What follows belongs to an exercise in optimizing a design on an open flow for small area and a short achievable clock period; a production flow would make more cautious choices.
Only simulation tests tie the RTL to the original design; equivalence was not proved.
No activity file was given, so power comes from the tool's default toggle rates.

Design biq_top, start of the top module:
module biq_top (
    input  logic                 clk,
    input  logic                 rst_clk,
    input  logic                 global_flush,
    input  logic                 dispatch_stall,
    input  logic                 in_vld,
    input  biq_pkg::pipe_t       in_pipe,
    input  biq_pkg::iid_t        in_iid,
    input  biq_pkg::opcode_t     in_opcode,
    input  biq_pkg::funct7_t     in_funct7,
    input  biq_pkg::funct3_t     in_funct3,
    input  biq_pkg::xlen_t       in_pc,
    input  logic                 in_psrc1_vld,
    input  logic                 in_psrc1_ready,
    input  biq_pkg::preg_t       in_psrc1,
    input  logic                 in_psrc2_vld,
    input  logic                 in_psrc2_ready,
    input  biq_pkg::preg_t       in_psrc2,
    input  logic                 in_pdst_vld,
    input  biq_pkg::preg_t       in_pdst,
    input  logic                 in_imm_vld,
    input  biq_pkg::xlen_t       in_imm,
    input  biq_pkg::wake_vld_t   wake_vld,
    input  biq_pkg::wake_preg_t  wake_preg,
    output logic                 biq_stall,
    output logic                 biq_vld,
    output biq_pkg::iid_t        biq_iid,
    output biq_pkg::opcode_t     biq_opcode,
    output biq_pkg::funct7_t     biq_funct7,
    output biq_pkg::funct3_t     biq_funct3,
    output biq_pkg::xlen_t       biq_pc,
    output logic                 biq_psrc1_vld,
    output biq_pkg::preg_t       biq_psrc1,
    output logic                 biq_psrc2_vld,
    output biq_pkg::preg_t       biq_psrc2,
    output logic                 biq_pdst_vld,
    output biq_pkg::preg_t       biq_pdst,
    output logic                 biq_imm_vld,
    output biq_pkg::xlen_t       biq_imm
);
clock: 4.0 ns
lec_check: 0
cap_margin: 20
core_margin: 2
core_utilization: 40
setup_slack_margin: 1.9
slew_margin: 20
standard.sh (not shown) runs the stock make flow with config.mk's settings and CLKGATE_MAP_FILE= SYNTH_SCRIPT=/design/flow/synth_recipe.tcl, a recipe that flattens the netlist after the stock synthesis.
==> flow/flow/run.sh <==
#!/bin/bash
set -euo pipefail
export BUFFER_PORTS_ARGS="-buffer_cell sky130_fd_sc_hd__buf_2"
export CTS_ARGS="-sink_clustering_enable -repair_clock_nets -dont_use_dummy_load"
bash standard.sh finish > flow_standard.log 2>&1
Change:
==> flow/flow/run.sh (replaced) <==
#!/bin/bash
set -euo pipefail
export BUFFER_PORTS_ARGS="-buffer_cell sky130_fd_sc_hd__buf_2"
bash standard.sh finish > flow_standard.log 2>&1
Settings changed: CORE_UTILIZATION 40 to 55, SETUP_SLACK_MARGIN 1.9 to 2.4.
=> The new run completed with no timing, DRC or antenna violations; global-route usage increases by 15 points; die area decreases by 27%; non-clock buffer count climbs by 191; design area rises by 18%; power came out higher by 12%; clock power climbs by 17%.
Change:
==> flow/flow/run.sh (replaced) <==
#!/bin/bash
set -euo pipefail
export BUFFER_PORTS_ARGS="-buffer_cell sky130_fd_sc_hd__buf_2"
export CTS_ARGS="-sink_clustering_enable -repair_clock_nets -dont_use_dummy_load"
bash standard.sh finish > flow_standard.log 2>&1
Settings changed: CORE_UTILIZATION 55 to 40, CTS_BUF_LIST set to sky130_fd_sc_hd__clkbuf_4 sky130_fd_sc_hd__clkbuf_8 sky130_fd_sc_hd__clkbuf_16, SETUP_SLACK_MARGIN 2.4 to 2.0.
Combinational power decreases by 32%.
Worst setup slack is better by 0.020 ns.
Clock power decreases by 14%.
Change:
Settings changed: CORE_UTILIZATION 40 to 60, CTS_BUF_LIST sky130_fd_sc_hd__clkbuf_4 sky130_fd_sc_hd__clkbuf_8 sky130_fd_sc_hd__clkbuf_16 to unset, TNS_END_PERCENT set to 5.
=>
- worst hold slack is worse by 0.011 ns
- cell count drops by 9.5%
- count of clock-buffer cells in the layout drops by 4
- final area drops by about 2%
- non-clock buffer count drops by 11
- worst setup slack is worse by 0.069 ns
- fmax drops by 3.2%
Change:
Settings changed: TNS_END_PERCENT 5 to unset.
The changed run produced a clean layout.
Final area is about the same.
Wire length increases slightly.
First-iteration DRC count decreases slightly.
Clock skew decreases by 0.027 ns.
Register-to-register slack is better by 0.09 ns.
Count of clock-buffer cells in the layout does not change.
Cell count stays flat.
Setup slack is better by 0.046 ns.
Critical path depth increases by 1.

-- afterwards: timing with drivers on the ports --
How much do the figures lean on ideal ports? The routed layouts below were timed once more, with nothing changed but the port constraints. Step 1 assumes that a clkbuf_16 drives the clock port and a buf_2 every other input. Step 2, shift: input delay + t, output delay - t, t = (earliest + latest rising clock arrival at the registers) / 2. This alone moves slack from input paths to output paths. a / b / c = ideal / step 1 / step 2; a / b = the first two.
run	t (ns)	slack for setup (ns)	worst setup path at the end	clock arrival spread, ns	worst data-port slew with drivers (ns)
the first run	0.639	1.753 / 1.790 / 1.150	input to register	0.048 / 0.047	0.09
the second run	0.669	1.911 / 1.850 / 1.393	input to register	0.020 / 0.019	0.10
the third run	0.648	1.930 / 1.930 / 1.320	input to register	0.082 / 0.082	0.10
the fourth run	0.641	1.862 / 1.856 / 1.274	input to register	0.062 / 0.061	0.09
the fifth run	0.635	1.908 / 1.925 / 1.290	input to register	0.039 / 0.040	0.10
After both steps setup and hold are still met in every run listed. The setup slack of the fifth run, which loses most, moves by +0.017 ns with the drivers and by -0.618 ns with both steps.
